Context: an optimization exercise on an open-source flow, tuned for small area. The choices shown serve that exercise and are no tape-out recipe.
In this exercise RTL edits were held to simulation tests only and were not proved equivalent to the original.
Power and IR drop assume default switching activity.

== sierra ==
// tomasuloCore
module tomasuloCore
(
   input  logic        Clock,
   input  logic        rst,
   input  logic        progWrite,
   input  logic [5:0]  progAddr,
   input  logic [15:0] progWord,
   input  logic        start,
   input  logic [6:0]  progLength,
   input  logic [3:0]  regAddr,
   output logic [15:0] regData,
   output logic        done
);
==> flow/config.mk <==
export PLATFORM = sky130hd
export DESIGN_NAME = tomasuloCore
export DESIGN_NICKNAME = tomasuloCore
export VERILOG_FILES = /design/flow/design.v
export SDC_FILE = /design/flow/constraint.sdc
export NUM_CORES = 4
export LEC_CHECK = 0
export CAP_MARGIN = 10
export CORE_MARGIN = 2
export CORE_UTILIZATION = 75
export CTS_BUF_LIST = sky130_fd_sc_hd__clkbuf_8
export CTS_CLUSTER_DIAMETER = 60
export CTS_CLUSTER_SIZE = 20
export GPL_TIMING_DRIVEN = 0
export SLEW_MARGIN = 10
export SYNTH_HIERARCHICAL = 1
==> flow/constraint.sdc <==
create_clock -name core_clock -period 30.0 [get_ports {Clock}]
set_input_delay 6.0000 -clock core_clock [delete_from_list [all_inputs] [get_ports {Clock}]]
set_output_delay 6.0000 -clock core_clock [all_outputs]
set_load 0.01 [all_outputs]
standard.sh (not shown) runs the stock make flow with config.mk's settings and CLKGATE_MAP_FILE= SYNTH_SCRIPT=/design/flow/synth_recipe.tcl, a recipe that flattens the netlist after the stock synthesis.
==> flow/flow/run.sh <==
#!/bin/bash
set -euo pipefail
work=$(pwd)

bash standard.sh synth > "$work/synth.log" 2>&1

export BUFFER_PORTS_ARGS="-buffer_cell sky130_fd_sc_hd__buf_1"
for step in GLOBAL_PLACE RESIZE DETAIL_PLACE CTS GLOBAL_ROUTE; do
   export PRE_${step}_TCL="$work/flow/smallbuf.tcl"
done
bash standard.sh finish > "$work/layout.log" 2>&1
==> flow/flow/smallbuf.tcl <==
# Keep repair from using the large buffers; small ones suffice at this clock.
set_dont_use [get_lib_cells {sky130_fd_sc_hd__buf_6 sky130_fd_sc_hd__buf_8 sky130_fd_sc_hd__buf_12 sky130_fd_sc_hd__buf_16 sky130_fd_sc_hd__clkdlybuf4s* sky130_fd_sc_hd__bufbuf_* sky130_fd_sc_hd__bufinv_* sky130_fd_sc_hd__inv_6 sky130_fd_sc_hd__inv_8 sky130_fd_sc_hd__inv_12 sky130_fd_sc_hd__inv_16 sky130_fd_sc_hd__dlygate* sky130_fd_sc_hd__dlymetal*}]
diff inputs: sierra => delta
-- flow/design.v --
<<< sierra, line 142
   assign port    = rot[4];
   assign regData = port;
   assign wbit   = result[4'(ph + step)];    
   assign phLine = 4'd1 << ph[1:0];
   for (genvar i = 0; i < 16; i++)
>>> delta, line 142
   assign port    = rot[4];
   assign regData = port;
   assign wbit   = result[ph];
   assign phLine = 4'd1 << ph[1:0];
   for (genvar i = 0; i < 16; i++)
<<< sierra, line 170
   logic        take;
   logic [15:0] accNext;
   assign x       = {acc, wb ? acc[15] : (sh[15] & !isMul)};
   assign subMode = isSub || isDiv;
   assign carry[0] = subMode;
>>> delta, line 170
   logic        take;
   logic [15:0] accNext;
   assign x       = {acc, sh[15] & !isMul};
   assign subMode = isSub || isDiv;
   assign carry[0] = subMode;
<<< sierra, line 182
   assign sum[17] = carry[17];
   assign q       = sum[17];                          
   assign take    = !wb && (isAddSub ? last : (isMul ? sh[15] : q));
   assign accNext = take ? sum[15:0] : x[15:0];
   assign result  = isDiv ? sh : acc;
   always_ff @(posedge Clock)
   begin
      acc  <= accNext & {16{phase}};
      sh   <= phase ? {sh[14:0], wb ? sh[15] : q} : port;
   end
   always_ff @(posedge Clock)
>>> delta, line 182
   assign sum[17] = carry[17];
   assign q       = sum[17];                          
   assign take    = isAddSub ? last : (isMul ? sh[15] : q);
   assign accNext = take ? sum[15:0] : x[15:0];
   assign result  = isDiv ? sh : acc;
   always_ff @(posedge Clock)
   begin
      if (!wb)
      begin
         acc  <= accNext & {16{phase}};
         sh   <= phase ? {sh[14:0], q} : port;
      end
   end
   always_ff @(posedge Clock)
Results
delta did not stop at any stage, and its layout met the timing, DRC and antenna checks. Summary of the comparison: clock network power share is higher in delta, relative to sierra. Measured against each other, delta and sierra differ in total number of multi-input combinational cells, the lower figure coming from delta. Higher number of iterations in the first detailed-routing pass among delta and sierra: delta. Total power of delta is lower than that of sierra. The starting utilization of the core area of delta exceeds that of sierra by 0.29 points.

[afterwards: timing with drivers on the ports]
No port has a modelled driver above. Below, the same layouts with a new extraction and two added sets of constraints.
Step 1 assumes that a clkbuf_16 drives the clock port and a buf_2 every other input.
Step 2 also shifts input and output timing later by t, the mid clock arrival at the registers, as if the neighbouring blocks saw the same clock.
Slacks: ideal ports / drivers / drivers and shift; pairs: ideal ports / drivers.
run | t (ns) | setup slack, ns | worst setup path at the end | worst slew at a driven data input, ns
sierra | 0.754 | 13.095 / 13.130 / 12.376 | input to register | 0.05
delta | 0.755 | 12.521 / 12.551 / 11.796 | input to register | 0.09
After both steps every run listed still meets setup and hold. For delta, which loses most, drivers alone change the setup slack by +0.030 ns; drivers and shift together by -0.725 ns.
